Source: an optimization exercise on an open RTL-to-GDS flow (aim: a short achievable clock period). Production flows keep margins and buffers that such runs may drop.
No functional check of the RTL was part of any run shown here.
Power is estimated from default activity; no workload was simulated.

## design/flow/config.mk

```make
export PLATFORM = sky130hd
export DESIGN_NAME = video_box_overlay
export DESIGN_NICKNAME = video_box_overlay
export VERILOG_FILES = /design/flow/design.v
export SDC_FILE = /design/flow/constraint.sdc
export NUM_CORES = 4
export LEC_CHECK = 0
export CAP_MARGIN = 20
export CORE_MARGIN = 2
export CORE_UTILIZATION = 40
export SLEW_MARGIN = 20
export SYNTH_HIERARCHICAL = 0
```

## design/flow/constraint.sdc

```tcl
create_clock -name core_clock -period 5.3 [get_ports {clk}]
set_input_delay 1.0600 -clock core_clock [delete_from_list [all_inputs] [get_ports {clk}]]
set_output_delay 1.0600 -clock core_clock [all_outputs]
set_load 0.01 [all_outputs]
```

## design/flow/design.v

```verilog
module video_box_overlay #(
  parameter int N_BOX   = 8,
  parameter int W_PIX   = 24,
  parameter int W_COORD = 12,
  parameter int W_THK   = 4,
  localparam int W_IDX  = (N_BOX > 1) ? $clog2(N_BOX) : 1
) (
  input  logic               clk,
  input  logic               rstn,
  input  logic               vsync,
  input  logic               hsync,
  input  logic               de,
  input  logic [W_PIX-1:0]   data,
  input  logic               cfg_we,
  input  logic [W_IDX-1:0]   cfg_idx,
  input  logic               cfg_en,
  input  logic               cfg_blend,
  input  logic [W_COORD-1:0] cfg_x,
  input  logic [W_COORD-1:0] cfg_y,
  input  logic [W_COORD-1:0] cfg_w,
  input  logic [W_COORD-1:0] cfg_h,
  input  logic [W_THK-1:0]   cfg_thick,
  input  logic [W_PIX-1:0]   cfg_color,
  output logic               vsync_o,
  output logic               hsync_o,
  output logic               de_o,
  output logic [W_PIX-1:0]   data_o,
  output logic               cfg_commit
);
  localparam int CW     = W_COORD + 1;
  localparam int N_LANE = W_PIX / 8;
  localparam logic [W_COORD-1:0] COORD_MAX = {W_COORD{1'b1}};
  localparam logic [CW-1:0]      NEVER     = {CW{1'b1}};
  function automatic logic [7:0] lane_avg(input logic [7:0] a, input logic [7:0] b);
    logic [8:0] sum;
    sum = {1'b0, a} + {1'b0, b};
    lane_avg = sum[8:1];
  endfunction
  logic               s1_vs_r, s1_hs_r, s1_de_r;
  logic [W_PIX-1:0]   s1_data_r;
  logic               c1_we_r, c1_en_r, c1_blend_r;
  logic [W_IDX-1:0]   c1_idx_r;
  logic [W_COORD-1:0] c1_x_r, c1_y_r, c1_w_r, c1_h_r;
  logic [W_THK-1:0]   c1_thick_r;
  logic [W_PIX-1:0]   c1_color_r;
  logic [W_COORD-1:0] x1_r, y1_r;      
  logic               s2_vs_r, s2_hs_r, s2_de_r;
  logic [W_PIX-1:0]   s2_data_r;
  logic [N_BOX-1:0]   s2_ox_r, s2_ix_r, s2_oy_r, s2_iy_r;
  logic               s3_vs_r, s3_hs_r, s3_de_r, s3_hit_r, s3_blend_r;
  logic [W_PIX-1:0]   s3_data_r, s3_color_r;
  logic               rise1_s, fall1_s;
  assign rise1_s = s1_vs_r & ~s2_vs_r;
  assign fall1_s = ~s1_de_r & s2_de_r;
  always_ff @(posedge clk or negedge rstn) begin
    if (!rstn) begin
      s1_vs_r    <= 1'b0;
      s1_hs_r    <= 1'b0;
      s1_de_r    <= 1'b0;
      s1_data_r  <= {W_PIX{1'b0}};
      c1_we_r    <= 1'b0;
      c1_idx_r   <= {W_IDX{1'b0}};
      c1_en_r    <= 1'b0;
      c1_blend_r <= 1'b0;
      c1_x_r     <= {W_COORD{1'b0}};
      c1_y_r     <= {W_COORD{1'b0}};
      c1_w_r     <= {W_COORD{1'b0}};
      c1_h_r     <= {W_COORD{1'b0}};
      c1_thick_r <= {W_THK{1'b0}};
      c1_color_r <= {W_PIX{1'b0}};
      cfg_commit <= 1'b0;
      x1_r       <= {W_COORD{1'b0}};
      y1_r       <= {W_COORD{1'b0}};
    end else begin
      s1_vs_r    <= vsync;
      s1_hs_r    <= hsync;
      s1_de_r    <= de;
      s1_data_r  <= data;
      c1_we_r    <= cfg_we;
      c1_idx_r   <= cfg_idx;
      c1_en_r    <= cfg_en;
      c1_blend_r <= cfg_blend;
      c1_x_r     <= cfg_x;
      c1_y_r     <= cfg_y;
      c1_w_r     <= cfg_w;
      c1_h_r     <= cfg_h;
      c1_thick_r <= cfg_thick;
      c1_color_r <= cfg_color;
      cfg_commit <= vsync & ~s1_vs_r;
      if (fall1_s)
        x1_r <= {W_COORD{1'b0}};
      else if (s1_de_r && (x1_r != COORD_MAX))
        x1_r <= x1_r + {{(W_COORD-1){1'b0}}, 1'b1};
      if (rise1_s)
        y1_r <= {W_COORD{1'b0}};
      else if (fall1_s && (y1_r != COORD_MAX))
        y1_r <= y1_r + {{(W_COORD-1){1'b0}}, 1'b1};
    end
  end
  logic [CW-1:0]      c1_x1_s, c1_y1_s, c1_xi0_s, c1_yi0_s;
  logic               c1_iok_s;
  logic [CW-1:0]      c1_te_s, c1_t2_s;
  assign c1_te_s  = {{(CW-W_THK){1'b0}}, c1_thick_r};
  assign c1_t2_s  = {c1_te_s[CW-2:0], 1'b0};
  assign c1_iok_s = (c1_thick_r != {W_THK{1'b0}}) && (c1_t2_s < {1'b0, c1_w_r}) &&
                    (c1_t2_s < {1'b0, c1_h_r});
  assign c1_x1_s  = c1_en_r ? ({1'b0, c1_x_r} + {1'b0, c1_w_r}) : {CW{1'b0}};
  assign c1_y1_s  = {1'b0, c1_y_r} + {1'b0, c1_h_r};
  assign c1_xi0_s = c1_iok_s ? ({1'b0, c1_x_r} + c1_te_s) : NEVER;
  assign c1_yi0_s = c1_iok_s ? ({1'b0, c1_y_r} + c1_te_s) : NEVER;
  logic               pend_blend_r [N_BOX];
  logic [W_COORD-1:0] pend_x0_r    [N_BOX];
  logic [W_COORD-1:0] pend_y0_r    [N_BOX];
  logic [CW-1:0]      pend_x1_r    [N_BOX];
  logic [CW-1:0]      pend_y1_r    [N_BOX];
  logic [CW-1:0]      pend_xi0_r   [N_BOX];
  logic [CW-1:0]      pend_yi0_r   [N_BOX];
  logic [W_THK-1:0]   pend_t_r     [N_BOX];
  logic [W_PIX-1:0]   pend_color_r [N_BOX];
  logic               act_blend_r  [N_BOX];
  logic [W_COORD-1:0] act_x0_r     [N_BOX];
  logic [W_COORD-1:0] act_y0_r     [N_BOX];
  logic [CW-1:0]      act_x1_r     [N_BOX];
  logic [CW-1:0]      act_y1_r     [N_BOX];
  logic [CW-1:0]      act_xi0_r    [N_BOX];
  logic [CW-1:0]      act_yi0_r    [N_BOX];
  logic [CW-1:0]      act_xi1_r    [N_BOX];
  logic [CW-1:0]      act_yi1_r    [N_BOX];
  logic [W_PIX-1:0]   act_color_r  [N_BOX];
  always_ff @(posedge clk or negedge rstn) begin
    if (!rstn) begin
      for (int i = 0; i < N_BOX; i++) begin
        pend_blend_r[i] <= 1'b0;
        pend_x0_r[i]    <= {W_COORD{1'b0}};
        pend_y0_r[i]    <= {W_COORD{1'b0}};
        pend_x1_r[i]    <= {CW{1'b0}};
        pend_y1_r[i]    <= {CW{1'b0}};
        pend_xi0_r[i]   <= NEVER;
        pend_yi0_r[i]   <= NEVER;
        pend_t_r[i]     <= {W_THK{1'b0}};
        pend_color_r[i] <= {W_PIX{1'b0}};
        act_blend_r[i]  <= 1'b0;
        act_x0_r[i]     <= {W_COORD{1'b0}};
        act_y0_r[i]     <= {W_COORD{1'b0}};
        act_x1_r[i]     <= {CW{1'b0}};
        act_y1_r[i]     <= {CW{1'b0}};
        act_xi0_r[i]    <= NEVER;
        act_yi0_r[i]    <= NEVER;
        act_xi1_r[i]    <= {CW{1'b0}};
        act_yi1_r[i]    <= {CW{1'b0}};
        act_color_r[i]  <= {W_PIX{1'b0}};
      end
    end else begin
      for (int i = 0; i < N_BOX; i++) begin
        if (c1_we_r && (32'(c1_idx_r) == i)) begin
          pend_blend_r[i] <= c1_blend_r;
          pend_x0_r[i]    <= c1_x_r;
          pend_y0_r[i]    <= c1_y_r;
          pend_x1_r[i]    <= c1_x1_s;
          pend_y1_r[i]    <= c1_y1_s;
          pend_xi0_r[i]   <= c1_xi0_s;
          pend_yi0_r[i]   <= c1_yi0_s;
          pend_t_r[i]     <= c1_thick_r;
          pend_color_r[i] <= c1_color_r;
        end
        if (rise1_s) begin
          act_blend_r[i]  <= pend_blend_r[i];
          act_x0_r[i]     <= pend_x0_r[i];
          act_y0_r[i]     <= pend_y0_r[i];
          act_x1_r[i]     <= pend_x1_r[i];
          act_y1_r[i]     <= pend_y1_r[i];
          act_xi0_r[i]    <= pend_xi0_r[i];
          act_yi0_r[i]    <= pend_yi0_r[i];
          act_xi1_r[i]    <= pend_x1_r[i] - {{(CW-W_THK){1'b0}}, pend_t_r[i]};
          act_yi1_r[i]    <= pend_y1_r[i] - {{(CW-W_THK){1'b0}}, pend_t_r[i]};
          act_color_r[i]  <= pend_color_r[i];
        end
      end
    end
  end
  logic [CW-1:0]    xe_s, ye_s;
  logic [N_BOX-1:0] ox_s, ix_s, oy_s, iy_s;
  assign xe_s = {1'b0, x1_r};
  assign ye_s = {1'b0, y1_r};
  always_comb begin
    for (int i = 0; i < N_BOX; i++) begin
      ox_s[i] = (x1_r >= act_x0_r[i]) && (xe_s < act_x1_r[i]);
      ix_s[i] = (xe_s >= act_xi0_r[i]) && (xe_s < act_xi1_r[i]);
      oy_s[i] = (y1_r >= act_y0_r[i]) && (ye_s < act_y1_r[i]);
      iy_s[i] = (ye_s >= act_yi0_r[i]) && (ye_s < act_yi1_r[i]);
    end
  end
  logic [N_BOX-1:0] hit_s;
  logic             sel_hit_s, sel_blend_s;
  logic [W_PIX-1:0] sel_color_s;
  assign hit_s = {N_BOX{s2_de_r}} & s2_ox_r & s2_oy_r & ~(s2_ix_r & s2_iy_r);
  always_comb begin
    sel_hit_s   = 1'b0;
    sel_blend_s = 1'b0;
    sel_color_s = {W_PIX{1'b0}};
    for (int i = N_BOX - 1; i >= 0; i--) begin
      sel_color_s = hit_s[i] ? act_color_r[i] : sel_color_s;
      sel_blend_s = hit_s[i] ? act_blend_r[i] : sel_blend_s;
      sel_hit_s   = hit_s[i] | sel_hit_s;
    end
  end
  logic [W_PIX-1:0] blend_s, mix_s;
  always_comb begin
    blend_s = {W_PIX{1'b0}};
    for (int l = 0; l < N_LANE; l++)
      blend_s[l*8 +: 8] = lane_avg(s3_data_r[l*8 +: 8], s3_color_r[l*8 +: 8]);
    if (!s3_hit_r)
      mix_s = s3_data_r;
    else if (s3_blend_r)
      mix_s = blend_s;
    else
      mix_s = s3_color_r;
  end
  always_ff @(posedge clk or negedge rstn) begin
    if (!rstn) begin
      s2_vs_r    <= 1'b0;
      s2_hs_r    <= 1'b0;
      s2_de_r    <= 1'b0;
      s2_data_r  <= {W_PIX{1'b0}};
      s2_ox_r    <= {N_BOX{1'b0}};
      s2_ix_r    <= {N_BOX{1'b0}};
      s2_oy_r    <= {N_BOX{1'b0}};
      s2_iy_r    <= {N_BOX{1'b0}};
      s3_vs_r    <= 1'b0;
      s3_hs_r    <= 1'b0;
      s3_de_r    <= 1'b0;
      s3_data_r  <= {W_PIX{1'b0}};
      s3_hit_r   <= 1'b0;
      s3_blend_r <= 1'b0;
      s3_color_r <= {W_PIX{1'b0}};
      vsync_o    <= 1'b0;
      hsync_o    <= 1'b0;
      de_o       <= 1'b0;
      data_o     <= {W_PIX{1'b0}};
    end else begin
      s2_vs_r    <= s1_vs_r;
      s2_hs_r    <= s1_hs_r;
      s2_de_r    <= s1_de_r;
      s2_data_r  <= s1_data_r;
      s2_ox_r    <= ox_s;
      s2_ix_r    <= ix_s;
      s2_oy_r    <= oy_s;
      s2_iy_r    <= iy_s;
      s3_vs_r    <= s2_vs_r;
      s3_hs_r    <= s2_hs_r;
      s3_de_r    <= s2_de_r;
      s3_data_r  <= s2_data_r;
      s3_hit_r   <= sel_hit_s;
      s3_blend_r <= sel_blend_s;
      s3_color_r <= sel_color_s;
      vsync_o    <= s3_vs_r;
      hsync_o    <= s3_hs_r;
      de_o       <= s3_de_r;
      data_o     <= mix_s;
    end
  end
endmodule
```

## design/flow/run.sh

```bash
#!/bin/bash
# synth_recipe.tcl (not shown) runs the flow's synth.tcl, then flattens the netlist and writes it again
# the make line also repeats each setting of config.mk as NAME=value (left out here)
make -C /OpenROAD-flow-scripts/flow DESIGN_CONFIG=/design/flow/config.mk WORK_HOME=/design/flow/orfs CLKGATE_MAP_FILE= SYNTH_SCRIPT=/design/flow/synth_recipe.tcl finish
```

==> impl_results.md, run 1 <==
* Number of max-cap violations at 0
* CP Capture Type: register
* Row Count at 185
* Top_reg_cell synth: dfrtp_1
* Worst EP arrival at 4440 ps
* Largest net degree at the start of global routing at 193
* Worst-path clk slew at 60 ps
* Endpoints failing setup at 0
* DR vias/cell at 5.36
* P per Cell Area at 439 nW/µm²
* Status: timing/DRC/antenna clean
* CTS tree: yes
* Biggest regs: act_color_r (192), pend_color_r (192)
* Avg Inst Size Synth at 9.48 µm²
* Initial antenna violation count at 14
* First-pass GRT wire length at 480000 µm
* Yosys cell types at 80
* P_leak at 56.0 nW
* Dpl ws at 1760 ps
* Routed len/inst at 21.8 µm
* Die W at 509 µm
* Post-layout util at 0.456
* Yosys Warn Count at 20
* CTS Buffer Depth at 3
* Routability cong. at 0.911
* Hold Violations, Final at 0
* Post-synthesis cell area at 102000 µm²
* Syn nets at 11.8k
* Unrepaired setup endpoints after global routing: false
* Clock Latency Late Sink at 930 ps
* Synthesis-to-layout area growth at 13.4%
* DRT Wirelength at 314000 µm
* Root Driver: clkbuf_16
* Die Y at 509 µm
* FF+latch area at 53800 µm²
* Synthesized instance count at 10.8k
* Register area share after synthesis at 0.527
* Layout fillers at 23.6k
* Drt pass-1 iters at 6
* Routed Antenna Nets at 0
* Fin. max-slew vios at 0
* R2r startpoint: c1_thick_r[0]
* DRC violations left at 0
* Critical Path Start Type: register
* Final Skew at 113 ps
* Vias in the first global route at 77.0k
* Hold_buf cts at 0
* Slew headroom at 0.176
* CTS sink count at 2129
* Layout cells sized above 1 at 0.0990
* Nets at 11.8k
* Met1 Wirelength at 142000 µm
* FFs w/ async S/R, synth at 1.00
* Total negative setup slack at 0 ps
* CTS HTree Levels at 4
* Peak supply drop at 0.402 mV
* Cts bufs inserted at 228
* # IOs at 139
* PostCTS Resize Cnt at 0
* Worst min path class: input pin to async pin
* Full die area at 259000 µm²
* Metal3 WL at 21900 µm
* HPWL after detailed placement at 206000 µm
* WL met2 at 138000 µm
* Period utilization at 0.688
* Multi-input combinational cell area at 43300 µm²
* Setup ws final at 1660 ps
* Starting DRT DRC Count at 7130
* Buffers on Ports at 138
* Grt ovf at 0
* Crit path time final at 3640 ps
* Critical Path Fanout Max at 14
* FF+latch count, synth at 2129
* Crit path from: c1_thick_r[0]
* Highest metal used: met5
* Postcts setup bufs at 0
* Fmax achieved at 274 MHz
* WP data required at 6100 ps
* Core footprint at 254000 µm²
* GRT Total Usage at 0.242
* Least-Margin Pin Slew at 1240 ps
* Via count at 77.2k
* Number of synthesized flops with an enable pin at 0
* Crit Path Category: register to register
* Starting Density at 0.402
## path summary, 6_finish.rpt
check                                   end  slack, ps  cells after the start
min in group core_clock       s2_data_r[10]        340                      0
max in group asynchronous   pend_x1_r[4][9]       3530                      2
max reg2reg                pend_xi0_r[7][8]       1660                      8
min reg2reg                   s2_data_r[10]        340                      0
max                        pend_xi0_r[7][8]       1660                      8
min                         act_y1_r[5][12]        210                      1
## layout make-up
| class | count | area share |
|---|---|---|
| Sequential cell | 2129 | 0.465 |
| Clock buffer | 343 | 0.0587 |
| Multi-Input combinational cell | 7310 | 0.374 |
| Tap cell | 3366 | 0.0364 |
| Antenna cell | 2 | 0.0000432 |
| Timing Repair Buffer | 323 | 0.0279 |
| Inverter | 830 | 0.0269 |
| Clock inverter | 83 | 0.0110 |
## worst max-delay path: stages (launching register included)
cell     delay [ps]
dfrtp_1         720
ha_1            410
fa_1            420
a21o_1          210
a21oi_1         390
nor2_1          130
and3_1          210
xnor2_1         880
a21oi_1         170
## kinds of logic (layout without fill, tap and decap cells)
family | count (synthesis) | in the layout | share of synthesized area
AOI/OAI and AO/OA | 2202 | 2202 | 0.129
DFF | 2129 | 2129 | 0.527
buffers and inverters | 1331 | 1579 | 0.0517
and+or+nand+nor | 4000 | 4000 | 0.163
xor gates and xnor gates | 201 | 201 | 0.0172
adders and majority gates | 886 | 886 | 0.110
muxes | 21 | 21 | 0.00206
other | 0 | 2 | 0
## per-layer routing
metal  GRT usage  vias to the layer above
met4      0.0868                        4
met3      0.0467                      570
met2       0.370                     2386
li1            -                    35796
met1       0.342                    38401
met5           0                        -
## through the flow
step	std cells	power [mW]	instance area, µm²	hold WS [ps]
after floorplan	10770	29.4	102000	331
after global placement	13953	33.4	108000	332
after detailed placement	13955	34.0	108000	335
after CTS	14381	51.0	116000	175
after global routing	14385	53.7	116000	217
final	14386	50.8	116000	208
## cell usage after synthesis (26+ instances only)
library cell / number / area share
nand2_1: 3079 / 0.11
dfrtp_1: 1713 / 0.42
o21ai_0: 1168 / 0.057
ha_1: 863 / 0.11
inv_1: 830 / 0.031
dfstp_2: 416 / 0.11
clkbuf_1: 392 / 0.014
nor2_1: 350 / 0.013
a21oi_1: 347 / 0.017
a21o_1: 130 / 0.0096
xor2_1: 118 / 0.010
nor2b_1: 86 / 0.0053
nand2b_1: 84 / 0.0051
xnor2_1: 83 / 0.0071
nand3_1: 81 / 0.0040
o22a_1: 80 / 0.0069
nor3_1: 73 / 0.0036
a211oi_1: 63 / 0.0046
a221oi_1: 63 / 0.0054
o21a_1: 61 / 0.0045
o211ai_1: 56 / 0.0041
nand4_1: 40 / 0.0025
buf_4: 35 / 0.0026
nand3b_1: 35 / 0.0026
and3_1: 32 / 0.0020
o22ai_1: 31 / 0.0019
a221o_1: 30 / 0.0029
buf_2: 30 / 0.0015
buf_1: 29 / 0.0011
nand4b_1: 26 / 0.0022
## report_power, final
group / switching (mW) / total (mW) / internal, mW
logic: 7.03 / 11.5 / 4.43
registers: 2.25 / 22.4 / 20.1
clock network: 7.03 / 16.9 / 9.90
## placed cells by master (no fill, tap or decap), types with 61 or more instances in the layout
cell	count
a211oi_1	63
a21o_1	130
a21oi_1	346
a221oi_1	62
buf_4	147
clkbuf_16	231
clkdlybuf4s50_1	137
dfrtp_1	1691
dfstp_2	416
ha_1	863
inv_1	830
nand2_1	3077
nand2b_1	82
nand3_1	76
nor2_1	343
nor2b_1	84
nor3_1	72
o21a_1	61
o21ai_0	1166
o22a_1	80
xnor2_1	75
xor2_1	114
==> run 2, diff against run 1 <==
--- a/design/flow/design.v
+++ b/design/flow/design.v
@@ -61,11 +61,2 @@
       c1_we_r    <= 1'b0;
-      c1_idx_r   <= {W_IDX{1'b0}};
-      c1_en_r    <= 1'b0;
-      c1_blend_r <= 1'b0;
-      c1_x_r     <= {W_COORD{1'b0}};
-      c1_y_r     <= {W_COORD{1'b0}};
-      c1_w_r     <= {W_COORD{1'b0}};
-      c1_h_r     <= {W_COORD{1'b0}};
-      c1_thick_r <= {W_THK{1'b0}};
-      c1_color_r <= {W_PIX{1'b0}};
       cfg_commit <= 1'b0;
@@ -79,11 +70,2 @@
       c1_we_r    <= cfg_we;
-      c1_idx_r   <= cfg_idx;
-      c1_en_r    <= cfg_en;
-      c1_blend_r <= cfg_blend;
-      c1_x_r     <= cfg_x;
-      c1_y_r     <= cfg_y;
-      c1_w_r     <= cfg_w;
-      c1_h_r     <= cfg_h;
-      c1_thick_r <= cfg_thick;
-      c1_color_r <= cfg_color;
       cfg_commit <= vsync & ~s1_vs_r;
@@ -98,2 +80,13 @@
     end
+  end
+  always_ff @(posedge clk) begin
+    c1_idx_r   <= cfg_idx;
+    c1_en_r    <= cfg_en;
+    c1_blend_r <= cfg_blend;
+    c1_x_r     <= cfg_x;
+    c1_y_r     <= cfg_y;
+    c1_w_r     <= cfg_w;
+    c1_h_r     <= cfg_h;
+    c1_thick_r <= cfg_thick;
+    c1_color_r <= cfg_color;
   end
@@ -132,21 +125,4 @@
       for (int i = 0; i < N_BOX; i++) begin
-        pend_blend_r[i] <= 1'b0;
-        pend_x0_r[i]    <= {W_COORD{1'b0}};
-        pend_y0_r[i]    <= {W_COORD{1'b0}};
-        pend_x1_r[i]    <= {CW{1'b0}};
-        pend_y1_r[i]    <= {CW{1'b0}};
-        pend_xi0_r[i]   <= NEVER;
-        pend_yi0_r[i]   <= NEVER;
-        pend_t_r[i]     <= {W_THK{1'b0}};
-        pend_color_r[i] <= {W_PIX{1'b0}};
-        act_blend_r[i]  <= 1'b0;
-        act_x0_r[i]     <= {W_COORD{1'b0}};
-        act_y0_r[i]     <= {W_COORD{1'b0}};
-        act_x1_r[i]     <= {CW{1'b0}};
-        act_y1_r[i]     <= {CW{1'b0}};
-        act_xi0_r[i]    <= NEVER;
-        act_yi0_r[i]    <= NEVER;
-        act_xi1_r[i]    <= {CW{1'b0}};
-        act_yi1_r[i]    <= {CW{1'b0}};
-        act_color_r[i]  <= {W_PIX{1'b0}};
+        pend_x1_r[i] <= {CW{1'b0}};
+        act_x1_r[i]  <= {CW{1'b0}};
       end
@@ -154,25 +130,31 @@
       for (int i = 0; i < N_BOX; i++) begin
-        if (c1_we_r && (32'(c1_idx_r) == i)) begin
-          pend_blend_r[i] <= c1_blend_r;
-          pend_x0_r[i]    <= c1_x_r;
-          pend_y0_r[i]    <= c1_y_r;
-          pend_x1_r[i]    <= c1_x1_s;
-          pend_y1_r[i]    <= c1_y1_s;
-          pend_xi0_r[i]   <= c1_xi0_s;
-          pend_yi0_r[i]   <= c1_yi0_s;
-          pend_t_r[i]     <= c1_thick_r;
-          pend_color_r[i] <= c1_color_r;
-        end
-        if (rise1_s) begin
-          act_blend_r[i]  <= pend_blend_r[i];
-          act_x0_r[i]     <= pend_x0_r[i];
-          act_y0_r[i]     <= pend_y0_r[i];
-          act_x1_r[i]     <= pend_x1_r[i];
-          act_y1_r[i]     <= pend_y1_r[i];
-          act_xi0_r[i]    <= pend_xi0_r[i];
-          act_yi0_r[i]    <= pend_yi0_r[i];
-          act_xi1_r[i]    <= pend_x1_r[i] - {{(CW-W_THK){1'b0}}, pend_t_r[i]};
-          act_yi1_r[i]    <= pend_y1_r[i] - {{(CW-W_THK){1'b0}}, pend_t_r[i]};
-          act_color_r[i]  <= pend_color_r[i];
-        end
+        if (c1_we_r && (32'(c1_idx_r) == i))
+          pend_x1_r[i] <= c1_x1_s;
+        if (rise1_s)
+          act_x1_r[i]  <= pend_x1_r[i];
+      end
+    end
+  end
+  always_ff @(posedge clk) begin
+    for (int i = 0; i < N_BOX; i++) begin
+      if (c1_we_r && (32'(c1_idx_r) == i)) begin
+        pend_blend_r[i] <= c1_blend_r;
+        pend_x0_r[i]    <= c1_x_r;
+        pend_y0_r[i]    <= c1_y_r;
+        pend_y1_r[i]    <= c1_y1_s;
+        pend_xi0_r[i]   <= c1_xi0_s;
+        pend_yi0_r[i]   <= c1_yi0_s;
+        pend_t_r[i]     <= c1_thick_r;
+        pend_color_r[i] <= c1_color_r;
+      end
+      if (rise1_s) begin
+        act_blend_r[i]  <= pend_blend_r[i];
+        act_x0_r[i]     <= pend_x0_r[i];
+        act_y0_r[i]     <= pend_y0_r[i];
+        act_y1_r[i]     <= pend_y1_r[i];
+        act_xi0_r[i]    <= pend_xi0_r[i];
+        act_yi0_r[i]    <= pend_yi0_r[i];
+        act_xi1_r[i]    <= pend_x1_r[i] - {{(CW-W_THK){1'b0}}, pend_t_r[i]};
+        act_yi1_r[i]    <= pend_y1_r[i] - {{(CW-W_THK){1'b0}}, pend_t_r[i]};
+        act_color_r[i]  <= pend_color_r[i];
       end
@@ -218,2 +200,10 @@
   end
+  always_ff @(posedge clk) begin
+    s2_ox_r    <= ox_s;
+    s2_ix_r    <= ix_s;
+    s2_oy_r    <= oy_s;
+    s2_iy_r    <= iy_s;
+    s3_blend_r <= sel_blend_s;
+    s3_color_r <= sel_color_s;
+  end
   always_ff @(posedge clk or negedge rstn) begin
@@ -224,6 +214,2 @@
       s2_data_r  <= {W_PIX{1'b0}};
-      s2_ox_r    <= {N_BOX{1'b0}};
-      s2_ix_r    <= {N_BOX{1'b0}};
-      s2_oy_r    <= {N_BOX{1'b0}};
-      s2_iy_r    <= {N_BOX{1'b0}};
       s3_vs_r    <= 1'b0;
@@ -233,4 +219,2 @@
       s3_hit_r   <= 1'b0;
-      s3_blend_r <= 1'b0;
-      s3_color_r <= {W_PIX{1'b0}};
       vsync_o    <= 1'b0;
@@ -244,6 +228,2 @@
       s2_data_r  <= s1_data_r;
-      s2_ox_r    <= ox_s;
-      s2_ix_r    <= ix_s;
-      s2_oy_r    <= oy_s;
-      s2_iy_r    <= iy_s;
       s3_vs_r    <= s2_vs_r;
@@ -253,4 +233,2 @@
       s3_hit_r   <= sel_hit_s;
-      s3_blend_r <= sel_blend_s;
-      s3_color_r <= sel_color_s;
       vsync_o    <= s3_vs_r;
--- a/design/flow/config.mk
+++ b/design/flow/config.mk
@@ -7,5 +7,7 @@
 export LEC_CHECK = 0
+export ABC_CLOCK_PERIOD_IN_PS = 1500
 export CAP_MARGIN = 20
 export CORE_MARGIN = 2
-export CORE_UTILIZATION = 40
+export CORE_UTILIZATION = 65
+export SETUP_SLACK_MARGIN = 3.3
 export SLEW_MARGIN = 20
==> run 2 against run 1 <==
Net effect:
- global-route usage is 10 points higher
- worst setup slack better by 1000 ps
- clock skew is 64 ps lower
- sequential power is 12% lower
- hold slack better by 54 ps
- cell area is 1.8% lower
- final cell count is 35% lower
- clock-buffer cell count is 58 lower
- area after synthesis is 11% lower
- non-clock buffer count is 336 higher
- synthesized cell count is 39% lower
- clock power is 11% lower
- highest routed layer unchanged
==> impl_results.md, run 2 <==
* Post-layout util at 0.817
* Starting Density at 0.654
* P per Cell Area at 355 nW/µm²
* CTS HTree Levels at 4
* Grt ovf at 0
* Clock Latency Late Sink at 860 ps
* Avg Inst Size Synth at 14.0 µm²
* Fmax achieved at 383 MHz
* DR vias/cell at 6.06
* WL met2 at 121000 µm
* Top_reg_cell synth: edfxtp_1
* Die W at 378 µm
* Routability cong. at 0.863
* Yosys Warn Count at 20
* DRT Wirelength at 253000 µm
* Synthesized instance count at 6516
* Largest net degree at the start of global routing at 146
* Total negative setup slack at 0 ps
* Number of synthesized flops with an enable pin at 1648
* Layout cells sized above 1 at 0.230
* Dpl cell area at 95500 µm²
* Syn nets at 7513
* CTS Buffer Depth at 3
* Number of max-cap violations at 0
* Crit Path Category: register to register
* Period utilization at 0.493
* Worst-path clk slew at 70 ps
* Commonest non-fill, non-tap cells in the layout: edfxtp_1 (1648), inv_1 (826), ha_1 (724), nand2_1 (325), dfrtp_1 (320)
* Full die area at 143000 µm²
* Initial antenna violation count at 8
* HPWL after detailed placement at 140000 µm
* Core footprint at 139000 µm²
* Critical Path Fanout Max at 8
* Final Skew at 48.3 ps
* Routed Antenna Nets at 0
* # IOs at 139
* Status: timing/DRC/antenna clean
* Die Y at 378 µm
* Met1 Wirelength at 97300 µm
* Fin. max-slew vios at 0
* Via count at 56.8k
* Post-synthesis cell area at 91000 µm²
* Metal3 WL at 20100 µm
* Synthesis-to-layout area growth at 24.9%
* Most frequent cells after synthesis: edfxtp_1 (1648), ha_1 (863), inv_1 (849)
* Yosys cell types at 85
* Routed len/inst at 27.0 µm
* GRT Total Usage at 0.344
* Leading cell type in the layout, fill and taps excluded: edfxtp_1
* Critical Path Start Type: register
* Peak supply drop at 0.388 mV
* Starting DRT DRC Count at 5414
* WP data required at 5870 ps
* Cts bufs inserted at 208
* Least-Margin Pin Slew at 983 ps
* P_leak at 46.6 nW
* FF+latch count, synth at 2129
* Vias in the first global route at 55.7k
* Register area share after synthesis at 0.669
* Yosys top cell by area: edfxtp_1
* CTS tree: yes
* Biggest regs: act_color_r (192), pend_color_r (192)
* Root Driver: clkbuf_16
* Worst EP arrival at 3190 ps
* Most frequent cell after synthesis: edfxtp_1
* Highest metal used: met5
* Row Count at 137
* Top-area cell type share of the netlist area at 0.544
* Slew headroom at 0.338
* Hold_buf cts at 0
* Hold Violations, Final at 0
* Final Instance Area at 114000 µm²
* CTS sink count at 2129
* FFs w/ async S/R, synth at 0.161
* Endpoints failing setup at 0
* CP Capture Type: register
* Nets at 8310
* Unrepaired setup endpoints after global routing: true
* DRC violations left at 0
* First-pass GRT wire length at 356000 µm
* Synth area leaders: edfxtp_1 (54%), ha_1 (12%), dfrtp_1 (9.4%)
* Crit path time final at 2610 ps
* Buffers on Ports at 138
* Worst min path class: input pin to async pin
* Drt pass-1 iters at 6
## run 2: layout make-up
type	count	area (µm²)
well taps	1876	2350
flip-flops and latches	2129	61000
clock inverters	108	1340
inverters	850	3320
diodes	3	7.51
fillers	7393	25500
repair buffers	659	7810
multi-input cells	3457	32100
repair inverters	8	87.6
clock buffers	285	5700
## run 2: report_power, final
part           internal [mW]  switching, mW  leakage, nW
sequential              19.2          0.597         20.7
clock                   8.55           6.54         3.42
combinational           2.37           3.15         22.5
total                   30.1           10.3         46.6
## run 2: timing repair
item,4_1_cts,5_1_grt
endpoints found under the setup margin,2118,1316
gates resized for setup,1072,562
endpoints found under the hold margin,0,0
buffers inserted,261,110
pin swaps,240,337
gates cloned,41,12
## run 2: through the flow
stage / hold slack, ps / setup WS, ps / cells / total power [mW]
after CTS: 268 / 2720 / 9250 / 39.6
after global placement: 332 / 1690 / 8555 / 23.6
after floorplan: 331 / 1810 / 6516 / 22.3
final: 262 / 2690 / 9375 / 40.4
after global routing: 320 / 2630 / 9373 / 41.7
after detailed placement: 335 / 1660 / 8555 / 23.8
## run 2: per-layer routing
metal  vias up  track usage
met5         -            0
li1      25289            -
met2      2438        0.559
met1     28400        0.452
met3       652       0.0604
met4         4        0.170
## run 2: path summary, 6_finish.rpt
path	to	startpoint	cells after the start	slack, ps
max	pend_xi0_r[7][0]	c1_h_r[1]	11	2690
min	act_x1_r[6][10]	rstn	1	260
max reg2reg	pend_xi0_r[7][0]	c1_h_r[1]	11	2690
min reg2reg	s3_data_r[18]	s2_data_r[18]	0	350
max in group asynchronous	s2_data_r[9]	rstn	2	3830
min in group core_clock	s3_data_r[18]	s2_data_r[18]	0	350
## run 2: worst max-delay path, cell delays in order (launching register included)
cell       delay [ps]
dfxtp_2           350
inv_1              70
ha_4              230
nor2b_1           130
o21a_1            200
o211ai_1          240
a21oi_2           180
a2111oi_4         280
buf_6             240
buf_6             130
buf_12            180
nand2b_4          100
## run 2: cell families after synthesis
group                      after synthesis  share of synthesized area
AOI/OAI and AO/OA                     1163                     0.0806
xor gates and xnor gates               239                     0.0230
buffers and inverters                  940                     0.0397
and+or+nand+nor                       1146                     0.0627
adders and majority gates              886                      0.124
muxes                                   13                    0.00150
DFF                                   2129                      0.669
==> run 3, diff against run 2 <==
--- a/design/flow/config.mk
+++ b/design/flow/config.mk
@@ -11,2 +11,4 @@
 export CORE_UTILIZATION = 65
+export CTS_CLUSTER_DIAMETER = 100
+export CTS_CLUSTER_SIZE = 30
 export SETUP_SLACK_MARGIN = 3.3
==> run 3 against run 2 <==
Net effect:
- critical path depth unchanged
- sequential power about the same
- combinational power fell by 3%
- clock power fell by 47%
- non-clock buffer count shrank 25
- clock skew shrank 18 ps
- via count down 3.3%
- critical path type unchanged
- largest cell class unchanged
==> impl_results.md, run 3 <==
* Avg Inst Size Synth at 14.0 µm²
* Largest family of logic cells by synthesized area: adder cells
* Worst-path clk slew at 120 ps
* Synthesized instance count at 6516
* Fin. max-slew vios at 0
* WP data required at 5770 ps
* Starting DRT DRC Count at 5650
* P_leak at 44.3 nW
* Top_reg_cell synth: edfxtp_1
* Cts bufs inserted at 81
* Peak supply drop at 0.382 mV
* CTS Buffer Depth at 3
* Number of synthesized flops with an enable pin at 1648
* Most frequent cells after synthesis: edfxtp_1 (1648), ha_1 (863), inv_1 (849)
* Die Y at 378 µm
* Full die area at 143000 µm²
* Switch share at 0.260
* Met1 GRT Util at 0.446
* XOR/XNOR Fraction of Synth Area at 0.0230
* R2r setup slk at 2750 ps
* Buffers on Ports at 138
* Routability cong. at 0.863
* Clock Latency Late Sink at 740 ps
* P per Cell Area at 305 nW/µm²
* Crit path time final at 2550 ps
* Post-synthesis mux area share at 0.00150
* Synthesis-to-layout area growth at 19.4%
* Area share of fa/ha/maj cells after synthesis at 0.124
* Critical Path Start Type: register
* DR vias/cell at 6.03
* Leading cell type in the layout, fill and taps excluded: edfxtp_1
* Starting Density at 0.654
* Via count at 54.9k
* CTS HTree Levels at 3
* Initial antenna violation count at 9
* Endpoints failing setup at 0
* # IOs at 139
* Routed Antenna Nets at 0
* Post-synthesis cell area at 91000 µm²
* CP Capture Type: register
* First-pass GRT wire length at 345000 µm
* HPWL after detailed placement at 140000 µm
* Root Driver: clkbuf_16
* FF+latch count, synth at 2129
* Post-synthesis compound-gate area fraction at 0.0806
* Final Skew at 30.4 ps
* Layout fillers at 8214
* Yosys cell types at 85
* Top-area cell type share of the netlist area at 0.544
* Syn nets at 7513
* Vias in the first global route at 53.8k
* Total negative setup slack at 0 ps
* Simple-Gate Fraction of Synth Area at 0.0627
* Clock power frac at 0.243
* DRT Wirelength at 243000 µm
* Fmax achieved at 392 MHz
* Die W at 378 µm
* CTS sink count at 2129
* Slew headroom at 0.359
* Unrepaired setup endpoints after global routing: true
* Grt ovf at 0
* Layout cells sized above 1 at 0.208
* Drt pass-1 iters at 6
* Gate power share at 0.161
* Met3 usage at 0.0468
* Worst EP arrival at 3020 ps
* Reg power frac at 0.596
* Row Count at 137
* Commonest non-fill, non-tap cells in the layout: edfxtp_1 (1648), inv_1 (826), ha_1 (739), nand2_1 (322), dfrtp_1 (318)
* DRC violations left at 0
* Core footprint at 139000 µm²
* Sw power at 8.62 mW
* Yosys Warn Count at 20
* Nets at 8158
* Tightest hold margin at 352 ps
* Status: timing/DRC/antenna clean
* Period utilization at 0.481
* M2 GR Usage at 0.547
* Largest net degree at the start of global routing at 135
* Crit Path Category: register to register
* Routed len/inst at 26.7 µm
* Gr busiest metal: met2
* Power Internal at 24.5 mW
* Synth area leaders: edfxtp_1 (54%), ha_1 (12%), dfrtp_1 (9.4%)
* Register area share after synthesis at 0.669
* GRT Total Usage at 0.332
* Number of max-cap violations at 0
* FFs w/ async S/R, synth at 0.161
* Critical Path Fanout Max at 8
* Yosys top cell by area: edfxtp_1
* Biggest regs: act_color_r (192), pend_color_r (192)
* CTS tree: yes
* Most frequent cell after synthesis: edfxtp_1
* Hold Violations, Final at 0
* Worst min path class: input pin to async pin
* Least-Margin Pin Slew at 961 ps
-- run 3: cell count changes in the layout (fill, tap and decap cells not counted), moves of 19 or more --
cell / change
o21ai_1: -19
clkinv_2: -35
clkinv_1: -27
clkbuf_8: -21
buf_4: -25
clkbuf_16: -131
-- run 3: per-layer routing --
metal	share of wire	up-vias	wire length, µm
met3	0.078	481	18900
met1	0.39	27478	94600
met4	0.053	6	13000
li1	-	24844	-
met2	0.48	2092	117000
met5	0.00014	-	35
-- run 3: cell type report --
class                   instances  area [µm²]  area share
diodes                          2        5.00   0.0000461
clock buffers                 137        2260      0.0208
clock inverters                11         161     0.00149
inverters                     850        3310      0.0305
multi-input cells            3457       32000       0.294
flip-flops and latches       2129       61000       0.561
well taps                    1876        2350      0.0216
repair buffers                634        7520      0.0692
repair inverters                8        92.6    0.000852
-- run 3: power groups by stage --
stage                     Clock (mW)  Sequential (mW)  Combinational [mW]
final                           8.05             19.7                5.35
after global placement             0             20.1                3.47
after detailed placement           0             20.2                3.62
after CTS                       8.13             19.7                4.64
after global routing            8.67             19.8                5.80
after floorplan                    0             20.0                2.34
-- run 3: worst max-delay path: stages (launching register included) --
cell	delay [ps]
dfxtp_2	360
inv_2	150
ha_4	230
nor2b_4	120
o21a_1	200
o21ai_2	150
a21oi_2	80
a2111oi_4	370
buf_6	170
buf_12	140
buf_16	160
nand2_4	100
-- run 3: per-stage QoR --
step	power [mW]	setup slack, ps	cell area [µm²]	std cells	utilization
3_5_place_dp	23.8	1660	95500	8555	0.686
6_report	33.1	2750	109000	9104	0.781
3_3_place_gp	23.6	1690	95500	8555	0.686
5_1_grt	34.3	2690	109000	9103	0.781
2_1_floorplan	22.3	1810	91100	6516	-
4_1_cts	32.5	2790	105000	8995	0.756
-- run 3: worst paths after layout --
check                                    endpoint  cells past startpoint     startpoint
worst max-delay path            pend_yi0_r[7][10]                     11      c1_w_r[1]
worst min register to register      s2_data_r[21]                      0  s1_data_r[21]
min in group core_clock             s2_data_r[21]                      0  s1_data_r[21]
worst min-delay path              act_x1_r[6][10]                      1           rstn
worst max register to register  pend_yi0_r[7][10]                     11      c1_w_r[1]
max in group asynchronous               data_o[9]                      2           rstn
-- run 3: what timing repair did --
item                                     CTS  global route
endpoints found under the setup margin  2122          1231
setup buffers                            249            97
cloned                                    43            10
hold buffers                               0             0
resized for setup                       1148           514
pin swaps                                270           302
-- run 3: cell families after synthesis --
logic type,after synthesis
DFF,2129
AOI/OAI and AO/OA,1163
and+or+nand+nor,1146
buffers and inverters,940
adders and majority gates,886
xor gates and xnor gates,239
muxes,13

-- separate check: timing with driven ports --
In the flow no input, the clock included, has a driving cell. The finished layouts below were timed again as built, in two steps. Step 1 assumes that a clkbuf_16 drives the clock port and a buf_2 every other input. Step 2 times the ports against the registers' clock, not the clock port: input delays grow and output delays shrink by t, the midpoint of the rising clock arrivals with the driver on. a / b / c = ideal / step 1 / step 2; a / b = the first two.
| run | t, ns | setup WS [ns] | worst setup path after step 2 | cell pins on the clock port's net |
|---|---|---|---|---|
| run 1 | 0.975 | 1.656 / 1.656 / 1.656 | register to register | 1 |
| run 2 | 0.923 | 2.688 / 2.675 / 2.688 | register to register | 1 |
| run 3 | 0.815 | 2.751 / 2.751 / 2.751 | register to register | 1 |
After both steps every run listed still meets setup and hold.
